This design comes from an exercise in tuning for small area, a short achievable clock period and few clock cycles on the open sky130 flow, not from production work.
The RTL of this run was laid out without a check of its function.
Power figures rest on the tool's default switching activity, not on a simulated workload.

--- design.v ---
package streamer_pkg;
  typedef logic [32-1:0] data_t;
  typedef logic [32-1:0] addr_t;
  typedef logic [16-1:0]  len_t;
  typedef logic [$clog2(4)-1:0] ch_idx_t;
  localparam ch_idx_t CH_X = 2'd0;
  localparam ch_idx_t CH_W = 2'd1;
  localparam ch_idx_t CH_Y = 2'd2;
  localparam ch_idx_t CH_Z = 2'd3;
  typedef struct packed {
    addr_t base;
    addr_t stride;
    len_t  len;
  } ch_cfg_t;
  typedef struct packed {
    addr_t addr;
    logic  we;
    data_t wdata;
  } mem_req_t;
  typedef struct packed {
    logic  rvalid;
    data_t rdata;
  } mem_rsp_t;
  typedef struct packed {
    addr_t addr;
    data_t wdata;
  } store_item_t;
endpackage
`timescale 1ns/1ps
module stream_fifo #(
  parameter int unsigned WIDTH  = 1,
  parameter int unsigned DEPTH  = 4,
  localparam int unsigned CNT_W = $clog2(DEPTH + 1),
  localparam int unsigned PTR_W = (DEPTH > 1) ? $clog2(DEPTH) : 1
) (
  input  logic             clk_i,
  input  logic             rst_n_i,
  input  logic             push_i,
  input  logic [WIDTH-1:0] item_i,
  output logic             full_o,
  input  logic             pop_i,
  output logic [WIDTH-1:0] item_o,
  output logic             empty_o,
  output logic [CNT_W-1:0] free_o
);
  logic [WIDTH-1:0] mem_q [DEPTH];
  logic [PTR_W-1:0] wr_ptr_q;
  logic [PTR_W-1:0] rd_ptr_q;
  logic [CNT_W-1:0] count_q;
  logic             push_en;
  logic             pop_en;
  assign empty_o = (count_q == '0);
  assign full_o  = (count_q == CNT_W'(DEPTH));
  assign free_o  = CNT_W'(DEPTH) - count_q;
  assign item_o  = mem_q[rd_ptr_q];
  assign pop_en  = pop_i && !empty_o;
  assign push_en = push_i && (!full_o || pop_i);
  always_ff @(posedge clk_i) begin
    if (!rst_n_i) begin
      wr_ptr_q <= '0;
      rd_ptr_q <= '0;
      count_q  <= '0;
    end else begin
      if (push_en) begin
        wr_ptr_q <= (wr_ptr_q == PTR_W'(DEPTH - 1)) ? '0 : wr_ptr_q + 1'b1;
      end
      if (pop_en) begin
        rd_ptr_q <= (rd_ptr_q == PTR_W'(DEPTH - 1)) ? '0 : rd_ptr_q + 1'b1;
      end
      if (push_en && !pop_en) begin
        count_q <= count_q + 1'b1;
      end else if (pop_en && !push_en) begin
        count_q <= count_q - 1'b1;
      end
    end
  end
  always_ff @(posedge clk_i) begin
    if (push_en) begin
      mem_q[wr_ptr_q] <= item_i;
    end
  end
endmodule
`timescale 1ns/1ps
module load_source (
  input  logic                  clk_i,
  input  logic                  rst_n_i,
  input  logic                  start_i,
  input  streamer_pkg::ch_cfg_t cfg_i,
  output logic                  req_o,
  output streamer_pkg::mem_req_t req_o_data,
  input  logic                  gnt_i,
  input  streamer_pkg::mem_rsp_t rsp_i,
  output logic                  valid_o,
  input  logic                  ready_i,
  output streamer_pkg::data_t   data_o,
  output logic                  done_o
);
  localparam int unsigned CNT_W = $clog2(4 + 1);
  logic             busy_q;
  logic             done_q;
  streamer_pkg::len_t             req_left_q;
  streamer_pkg::len_t             out_left_q;
  streamer_pkg::addr_t            addr_q;
  streamer_pkg::addr_t            stride_q;
  logic [CNT_W-1:0] inflight_q;
  logic [CNT_W-1:0] fifo_free;
  logic             fifo_empty;
  logic             start_ok;
  logic             req_fire;
  logic             pop;
  assign start_ok = start_i && !busy_q;
  assign req_fire = req_o && gnt_i;
  assign pop      = valid_o && ready_i;
  assign req_o = busy_q && (req_left_q != '0) && (fifo_free > inflight_q);
  assign req_o_data.addr  = addr_q;
  assign req_o_data.we    = 1'b0;
  assign req_o_data.wdata = '0;
  assign valid_o = !fifo_empty;
  assign done_o  = done_q;
  always_ff @(posedge clk_i) begin
    if (!rst_n_i) begin
      busy_q     <= 1'b0;
      done_q     <= 1'b0;
      req_left_q <= '0;
      out_left_q <= '0;
      inflight_q <= '0;
    end else begin
      done_q <= 1'b0;
      if (start_ok) begin
        busy_q     <= (cfg_i.len != '0);
        done_q     <= (cfg_i.len == '0);
        req_left_q <= cfg_i.len;
        out_left_q <= cfg_i.len;
      end else begin
        if (req_fire) begin
          req_left_q <= req_left_q - 1'b1;
        end
        if (pop) begin
          out_left_q <= out_left_q - 1'b1;
          if (out_left_q == streamer_pkg::len_t'(1)) begin
            busy_q <= 1'b0;
            done_q <= 1'b1;
          end
        end
      end
      if (req_fire && !rsp_i.rvalid) begin
        inflight_q <= inflight_q + 1'b1;
      end else if (!req_fire && rsp_i.rvalid) begin
        inflight_q <= inflight_q - 1'b1;
      end
    end
  end
  always_ff @(posedge clk_i) begin
    if (start_ok) begin
      addr_q   <= cfg_i.base;
      stride_q <= cfg_i.stride;
    end else if (req_fire) begin
      addr_q <= addr_q + stride_q;
    end
  end
  stream_fifo #(
    .WIDTH  (32),
    .DEPTH  (4)
  ) i_load_fifo (
    .clk_i   (clk_i),
    .rst_n_i (rst_n_i),
    .push_i  (rsp_i.rvalid),
    .item_i  (rsp_i.rdata),
    .full_o  (),
    .pop_i   (pop),
    .item_o  (data_o),
    .empty_o (fifo_empty),
    .free_o  (fifo_free)
  );
endmodule
`timescale 1ns/1ps
module store_sink (
  input  logic                   clk_i,
  input  logic                   rst_n_i,
  input  logic                   start_i,
  input  streamer_pkg::ch_cfg_t  cfg_i,
  input  logic                   valid_i,
  output logic                   ready_o,
  input  streamer_pkg::data_t    data_i,
  output logic                   req_o,
  output streamer_pkg::mem_req_t req_o_data,
  input  logic                   gnt_i,
  output logic                   done_o
);
  logic        busy_q;
  logic        done_q;
  streamer_pkg::len_t        acc_left_q;
  streamer_pkg::len_t        wr_left_q;
  streamer_pkg::addr_t       addr_q;
  streamer_pkg::addr_t       stride_q;
  streamer_pkg::store_item_t push_item;
  streamer_pkg::store_item_t head;
  logic        fifo_full;
  logic        fifo_empty;
  logic        start_ok;
  logic        push;
  logic        wr_fire;
  assign start_ok = start_i && !busy_q;
  assign ready_o  = busy_q && (acc_left_q != '0) && !fifo_full;
  assign push     = valid_i && ready_o;
  assign wr_fire  = req_o && gnt_i;
  assign push_item.addr  = addr_q;
  assign push_item.wdata = data_i;
  assign req_o            = !fifo_empty;
  assign req_o_data.addr  = head.addr;
  assign req_o_data.we    = 1'b1;
  assign req_o_data.wdata = head.wdata;
  assign done_o           = done_q;
  always_ff @(posedge clk_i) begin
    if (!rst_n_i) begin
      busy_q     <= 1'b0;
      done_q     <= 1'b0;
      acc_left_q <= '0;
      wr_left_q  <= '0;
    end else begin
      done_q <= 1'b0;
      if (start_ok) begin
        busy_q     <= (cfg_i.len != '0);
        done_q     <= (cfg_i.len == '0);
        acc_left_q <= cfg_i.len;
        wr_left_q  <= cfg_i.len;
      end else begin
        if (push) begin
          acc_left_q <= acc_left_q - 1'b1;
        end
        if (wr_fire) begin
          wr_left_q <= wr_left_q - 1'b1;
          if (wr_left_q == streamer_pkg::len_t'(1)) begin
            busy_q <= 1'b0;
            done_q <= 1'b1;
          end
        end
      end
    end
  end
  always_ff @(posedge clk_i) begin
    if (start_ok) begin
      addr_q   <= cfg_i.base;
      stride_q <= cfg_i.stride;
    end else if (push) begin
      addr_q <= addr_q + stride_q;
    end
  end
  stream_fifo #(
    .WIDTH  (32 + 32),
    .DEPTH  (2)
  ) i_store_fifo (
    .clk_i   (clk_i),
    .rst_n_i (rst_n_i),
    .push_i  (push),
    .item_i  (push_item),
    .full_o  (fifo_full),
    .pop_i   (wr_fire),
    .item_o  (head),
    .empty_o (fifo_empty),
    .free_o  ()
  );
endmodule
`timescale 1ns/1ps
module tcdm_arbiter #(
  localparam int unsigned REQ_W = 32 + 1 + 32,
  localparam int unsigned RSP_W = 1 + 32
) (
  input  logic                                        clk_i,
  input  logic                                        rst_n_i,
  input  logic [4-1:0]                   req_i,
  input  logic [4*REQ_W-1:0]             req_data_i,
  output logic [4-1:0]                   gnt_o,
  output logic [4*RSP_W-1:0]             rsp_o,
  output logic                                        mem_req_o,
  output streamer_pkg::mem_req_t                      mem_req_data_o,
  input  logic                                        mem_gnt_i,
  input  streamer_pkg::mem_rsp_t                      mem_rsp_i
);
  localparam int unsigned N_CH = 4;
  streamer_pkg::ch_idx_t last_q;
  streamer_pkg::ch_idx_t rr_sel;
  streamer_pkg::ch_idx_t idx;
  streamer_pkg::ch_idx_t sel;
  logic    found;
  logic    hold_q;
  streamer_pkg::ch_idx_t hold_idx_q;
  logic    rd_pend_q;
  streamer_pkg::ch_idx_t rd_idx_q;
  logic    mem_fire;
  always_comb begin
    found  = 1'b0;
    rr_sel = last_q;
    idx    = last_q;
    for (int unsigned off = 1; off <= N_CH; off++) begin
      idx = streamer_pkg::ch_idx_t'((int'(last_q) + off) % N_CH);
      if (!found && req_i[idx]) begin
        found  = 1'b1;
        rr_sel = idx;
      end
    end
  end
  assign sel            = hold_q ? hold_idx_q : rr_sel;
  assign mem_req_o      = found;
  assign mem_req_data_o = req_data_i[sel*REQ_W +: REQ_W];
  assign mem_fire       = mem_req_o && mem_gnt_i;
  always_comb begin
    gnt_o = '0;
    if (mem_fire) begin
      gnt_o[sel] = 1'b1;
    end
  end
  always_comb begin
    for (int unsigned i = 0; i < N_CH; i++) begin
      rsp_o[i*RSP_W +: RSP_W] = {mem_rsp_i.rvalid && rd_pend_q && (rd_idx_q == streamer_pkg::ch_idx_t'(i)),
                                 mem_rsp_i.rdata};
    end
  end
  always_ff @(posedge clk_i) begin
    if (!rst_n_i) begin
      last_q    <= '0;
      hold_q    <= 1'b0;
      rd_pend_q <= 1'b0;
    end else begin
      hold_q    <= mem_req_o && !mem_gnt_i;
      rd_pend_q <= mem_fire && !mem_req_data_o.we;
      if (mem_fire) begin
        last_q <= sel;
      end
    end
  end
  always_ff @(posedge clk_i) begin
    hold_idx_q <= sel;
    rd_idx_q   <= sel;
  end
endmodule
`timescale 1ns/1ps
module redmule_streamer (
  input  logic                   clk_i,
  input  logic                   rst_n_i,
  input  logic                   x_start_i,
  input  streamer_pkg::ch_cfg_t  x_cfg_i,
  output logic                   x_valid_o,
  input  logic                   x_ready_i,
  output streamer_pkg::data_t    x_data_o,
  output logic                   x_done_o,
  input  logic                   w_start_i,
  input  streamer_pkg::ch_cfg_t  w_cfg_i,
  output logic                   w_valid_o,
  input  logic                   w_ready_i,
  output streamer_pkg::data_t    w_data_o,
  output logic                   w_done_o,
  input  logic                   y_start_i,
  input  streamer_pkg::ch_cfg_t  y_cfg_i,
  output logic                   y_valid_o,
  input  logic                   y_ready_i,
  output streamer_pkg::data_t    y_data_o,
  output logic                   y_done_o,
  input  logic                   z_start_i,
  input  streamer_pkg::ch_cfg_t  z_cfg_i,
  input  logic                   z_valid_i,
  output logic                   z_ready_o,
  input  streamer_pkg::data_t    z_data_i,
  output logic                   z_done_o,
  output logic                   mem_req_o,
  output streamer_pkg::mem_req_t mem_req_data_o,
  input  logic                   mem_gnt_i,
  input  streamer_pkg::mem_rsp_t mem_rsp_i
);
  logic     [4-1:0] ch_req;
  logic     [4-1:0] ch_gnt;
  streamer_pkg::mem_req_t        x_req_data;
  streamer_pkg::mem_req_t        w_req_data;
  streamer_pkg::mem_req_t        y_req_data;
  streamer_pkg::mem_req_t        z_req_data;
  streamer_pkg::mem_rsp_t        x_rsp;
  streamer_pkg::mem_rsp_t        w_rsp;
  streamer_pkg::mem_rsp_t        y_rsp;
  streamer_pkg::mem_rsp_t        z_rsp;
  logic [4*(32 + 1 + 32)-1:0] ch_req_data;
  logic [4*(1 + 32)-1:0] ch_rsp;
  assign ch_req_data = {z_req_data, y_req_data, w_req_data, x_req_data};
  assign {z_rsp, y_rsp, w_rsp, x_rsp} = ch_rsp;
  load_source i_x_source (
    .clk_i   (clk_i),     .rst_n_i    (rst_n_i),
    .start_i (x_start_i), .cfg_i      (x_cfg_i),
    .req_o   (ch_req[0]), .req_o_data (x_req_data),
    .gnt_i   (ch_gnt[0]), .rsp_i      (x_rsp),
    .valid_o (x_valid_o), .ready_i    (x_ready_i),
    .data_o  (x_data_o),  .done_o     (x_done_o)
  );
  load_source i_w_source (
    .clk_i   (clk_i),     .rst_n_i    (rst_n_i),
    .start_i (w_start_i), .cfg_i      (w_cfg_i),
    .req_o   (ch_req[1]), .req_o_data (w_req_data),
    .gnt_i   (ch_gnt[1]), .rsp_i      (w_rsp),
    .valid_o (w_valid_o), .ready_i    (w_ready_i),
    .data_o  (w_data_o),  .done_o     (w_done_o)
  );
  load_source i_y_source (
    .clk_i   (clk_i),     .rst_n_i    (rst_n_i),
    .start_i (y_start_i), .cfg_i      (y_cfg_i),
    .req_o   (ch_req[2]), .req_o_data (y_req_data),
    .gnt_i   (ch_gnt[2]), .rsp_i      (y_rsp),
    .valid_o (y_valid_o), .ready_i    (y_ready_i),
    .data_o  (y_data_o),  .done_o     (y_done_o)
  );
  store_sink i_z_sink (
    .clk_i   (clk_i),     .rst_n_i    (rst_n_i),
    .start_i (z_start_i), .cfg_i      (z_cfg_i),
    .valid_i (z_valid_i), .ready_o    (z_ready_o),
    .data_i  (z_data_i),
    .req_o   (ch_req[3]), .req_o_data (z_req_data),
    .gnt_i   (ch_gnt[3]), .done_o     (z_done_o)
  );
  tcdm_arbiter i_arbiter (
    .clk_i          (clk_i),
    .rst_n_i        (rst_n_i),
    .req_i          (ch_req),
    .req_data_i     (ch_req_data),
    .gnt_o          (ch_gnt),
    .rsp_o          (ch_rsp),
    .mem_req_o      (mem_req_o),
    .mem_req_data_o (mem_req_data_o),
    .mem_gnt_i      (mem_gnt_i),
    .mem_rsp_i      (mem_rsp_i)
  );
endmodule
--- run.sh ---
#!/bin/bash
# synth_recipe.tcl (not shown) runs the flow's synth.tcl, then flattens the netlist and writes it again
# the make line also repeats each setting of config.mk as NAME=value (left out here)
make -C /OpenROAD-flow-scripts/flow DESIGN_CONFIG=/design/flow/config.mk WORK_HOME=/design/flow/orfs CLKGATE_MAP_FILE= SYNTH_SCRIPT=/design/flow/synth_recipe.tcl finish
--- config.mk ---
export PLATFORM = sky130hd
export DESIGN_NAME = redmule_streamer
export DESIGN_NICKNAME = redmule_streamer
export VERILOG_FILES = /design/flow/design.v
export SDC_FILE = /design/flow/constraint.sdc
export NUM_CORES = 4
export LEC_CHECK = 0
export CAP_MARGIN = 20
export CORE_MARGIN = 2
export CORE_UTILIZATION = 40
export SLEW_MARGIN = 20
--- constraint.sdc ---
create_clock -name core_clock -period 5.5 [get_ports {clk_i}]
set_input_delay 1.1000 -clock core_clock [delete_from_list [all_inputs] [get_ports {clk_i}]]
set_output_delay 1.1000 -clock core_clock [all_outputs]
set_load 0.01 [all_outputs]
==> results.cfg <==
[setup_path]
critical_path_required_ns = 4.40
critical_path.cell_chain = inv_1 > ha_1 > ha_1 > inv_1 > ha_1 > nand3_1 > nand2_1 > a21oi_2 > nand2_1 > o22a_1 > o21a_2 > o21ai_4 > buf_12 > buf_12 > mux2i_1 > mux2i_1 > clkdlybuf4s50_1
timing.critical_path.to = mem_req_data_o[34]
crit_start = i_y_source.i_load_fifo.count_q[0]$_SDFFE_PN0P_
cpMostUsedCell = sky130_fd_sc_hd__ha_1
critPathCaptureType = primary output
timing.critical_path.arrival_ns = 4.21
reg2reg_slack_ns = 1.06
crit_path_top_delay_cell = sky130_fd_sc_hd__clkdlybuf4s50_1
timing_worst_setup_path_type = reg -> out
regToRegEndpoint = i_x_source.inflight_q[2]$_SDFFE_PN0P_
crit_path_start_kind = register
timing.critical_path.fanout_max = 13
worstSetupPathDepth = 17
critical_path.top_delay_family = buffers and inverters
worst-r2r-cell-count = 16
reg2reg_from = i_y_source.req_left_q[0]$_SDFFE_PN0P_
slowest_delay_ns = 0.56
cp_num_buf_inv = 5

[synthesis]
part_of_the_yosys_area_used_for_sequential_elements_pct = 59.9
postSynthCellCount = 3472
share_of_the_synthesized_area_in_the_top_cell_type_pct = 51.7
synth_fp_nets = 4054
yosys_register_bits = 951
synth-warning-count = 5
synth_area_sq_mm = 0.0446
synth_top_flop_cell = sky130_fd_sc_hd__edfxtp_1
netlist-cell-type-count = 85
netlist.top_cell.by_area = sky130_fd_sc_hd__edfxtp_1
number_of_enable_type_register_cells_in_the_synthesized_netlist = 768
synthesis.area_per_instance_sq_um = 12.8
synthTopCellsByArea = sky130_fd_sc_hd__edfxtp_1, sky130_fd_sc_hd__dfxtp_1, sky130_fd_sc_hd__ha_1
synthArstFlopShare_pct = 0

[worst_hold_path]
timing.hold.worst.start = i_z_sink.acc_left_q[7]$_SDFFE_PN0P_
worstHoldPathType = reg -> reg

[route]
detailroute.via_count = 31200
wl_um = 134000
drtAntennaViolNets = 0
detail_route.wl_per_cell_um = 23.7
vias_per_cell = 5.51
wirelength_met1_um = 58800
drt_drc_violations_left = 0
top_signal_layer_used = met5
wl_met2_um = 60600
met3_wirelength_um = 10100
dr.first_iter.drc_count = 2434
drt_first_pass_iters = 5

[global_route]
grt_pass1_wl_um = 194000
track_usage_pct = 23.0
first_global_vias = 30000
grt-ovfl-total = 0
grt_start_max_net_pins = 85
grt_antenna_before_repair = 41

[placed_design]
post-dp-hpwl_um = 97800
routabilityCongestion = 0.952
dpl.cell_count = 5442
io_buffer_count = 565

[clock_network]
cts.reportedPaths.clkPinSlew_ns = 0.06
cts_sinks = 951
cts_tree = built
cts_h_tree_depth = 3
cts_made_buffers = 105
cts.root.buffer_cell = sky130_fd_sc_hd__clkbuf_16
clock_latency_reported_for_the_late_side_of_the_worst_skew_pair_ns = 0.71
clk_path_buf_depth = 3

[layout]
finalNetCount = 4652
mostFrequentLayoutCell = sky130_fd_sc_hd__edfxtp_1
layout.cells.most_common_list = sky130_fd_sc_hd__edfxtp_1, sky130_fd_sc_hd__clkdlybuf4s50_1, sky130_fd_sc_hd__nor2_1
instances_no_fill = 5672
drive_above_1_share_pct = 10.0
layout.filler_cells = 9639
flow.area_growth_from_synthesis_pct = 25.4

[floorplanning]
fp.dieArea_sq_mm = 0.114
start_util_pct = 40.3
boundaryPins = 566
dieHeight_um = 338
num_rows = 122
design.core.area_sq_mm = 0.111
die_width_um = 338

[timing]
final-hold-violation-count = 0
fin_tns_setup_ns = 0
setup_violations = 0
clock-skew-final_ns = 0.0752
shortest_period_the_worst_path_allows_ns = 5.31
max_freq_mhz = 188
layout_worst_path_cycle_share_pct = 96.5
timing.slew.headroom_pct = 32.3
total_count_of_max_transition_violations_in_the_final_report = 0
timing_worst_slew_pin_value_ns = 1.01

[power]
vdd_drop_max_mv = 0.358
pwr_density_cell_mw_per_mm2 = 463
power_leakage_uw = 0.0199

[status]
run_status = no timing/DRC/antenna violations

[job]
drv.max_cap_violation_count = 0
[kinds of logic after synthesis]
family          after synthesis  synth area share, %
flops                       951                 59.9
mux                         274                 8.94
compound gates              764                 10.9
fa+ha+maj                   186                 5.39
buf+inv                     267                 2.30
simple gates                889                 9.76
xor+xnor                    141                 2.77
[per-layer routing]
layer	global-route usage [%]	vias to the layer above
met5	0	-
met4	8.36	14
met3	4.50	206
met2	35.8	1091
met1	32.1	15400
li1	-	14600
[how the worst min path moves through the flow]
stage	endpoint	slack, ns	cells past startpoint
floorplan	i_z_sink.acc_left_q[7]$_SDFFE_PN0P_	0.44	2
global placement	i_z_sink.acc_left_q[14]$_SDFFE_PN0P_	0.46	2
detailed placement	i_z_sink.acc_left_q[7]$_SDFFE_PN0P_	0.46	2
CTS	i_z_sink.acc_left_q[7]$_SDFFE_PN0P_	0.47	2
global route	i_z_sink.i_store_fifo.mem_q[0][47]$_DFFE_PP_	0.49	0
finish	i_z_sink.acc_left_q[7]$_SDFFE_PN0P_	0.47	2
[cells in the mapped netlist (all sizes together) (14+ instances only)]
| cell | instances |
|---|---|
| a211oi | 27 |
| a21o | 55 |
| a21oi | 231 |
| a31oi | 52 |
| and2 | 24 |
| and3 | 27 |
| buf | 37 |
| clkbuf | 98 |
| dfxtp | 183 |
| edfxtp | 768 |
| ha | 176 |
| inv | 128 |
| mux2 | 35 |
| mux2i | 143 |
| mux4 | 96 |
| nand2 | 229 |
| nand2b | 30 |
| nand3 | 56 |
| nand4 | 20 |
| nor2 | 246 |
| nor2b | 19 |
| nor3 | 79 |
| nor4 | 39 |
| o21a | 28 |
| o21ai | 170 |
| o31ai | 43 |
| or2 | 14 |
| or3 | 45 |
| or4 | 21 |
| xnor2 | 71 |
| xor2 | 70 |
[metrics by stage]
| stage | power [uW] | hold WS [ns] | setup WS (ns) | util [%] | instance area [sq um] |
|---|---|---|---|---|---|
| after floorplan | 14800 | 0.438 | 0.780 | - | 44600 |
| after global placement | 18600 | 0.456 | 0.515 | 47.1 | 52100 |
| after detailed placement | 18700 | 0.457 | 0.479 | 47.1 | 52100 |
| after CTS | 25900 | 0.467 | 0.000753 | 50.3 | 55700 |
| after global routing | 27200 | 0.493 | -0.00458 | 50.5 | 55900 |
| final | 25900 | 0.467 | 0.194 | 50.5 | 55900 |
[flip-flops by register name, summed over array words and instances (netlist names), 128 cells and up, named ones only]
signal and count:
i_w_source.i_load_fifo.mem_q 128, i_y_source.i_load_fifo.mem_q 128, i_x_source.i_load_fifo.mem_q 128, i_z_sink.i_store_fifo.mem_q 128
[power breakdown]
part           internal [uW]  switching [uW]  total, uW
registers               8590             816       9410
clock network           4140            3000       7130
logic                   4540            4800       9340
[repair_timing]
action / in CTS / in global routing
hold buffers: 0 / 0
pin swaps: 1 / 2
resized for setup: 8 / 40
setup endpoints to repair: 65 / 61
buffers inserted: 2 / 6
[cell type report]
cell class                 instances  area (sq um)  area share, %
clock inverter                    77           800           1.43
inverter                         132           500          0.895
sequential                       951         26700           47.8
antenna                           21          52.6         0.0940
clock buffer                     123          2730           4.88
multi-input combinational       2254         16900           30.3
tap                             1488          1860           3.33
timing repair buffer             626          6280           11.2
[worst min-delay path, stage by stage (launching register included)]
cell                      delay, ns
sky130_fd_sc_hd__dfxtp_1       0.31
sky130_fd_sc_hd__nand3_1       0.06
sky130_fd_sc_hd__a21oi_1       0.05

-- afterwards: timing with drivers on the ports --
The flow's constraints put no driver on any port. The routed layout listed below was extracted and timed again, unchanged, in two steps.
Step 1, drivers: a clkbuf_16 drives clk_i and a buf_2 each remaining input, both assumed.
Step 2, shift: input delay + t, output delay - t, t = (earliest + latest rising clock arrival at the registers) / 2. This alone moves slack from input paths to output paths.
a / b / c = ideal / step 1 / step 2; a / b = the first two.
t (ns): 0.736
setup WS [ns]: 0.194 / 0.131 / 0.867
worst register clock-pin slew, ns: 0.06 / 0.06
worst slew at a driven data input, ns: 0.20
pins driven straight from the clock port: 1
After both steps this run still meets setup and hold. For this run, drivers alone change the setup slack by -0.063 ns; drivers and shift together by +0.673 ns.
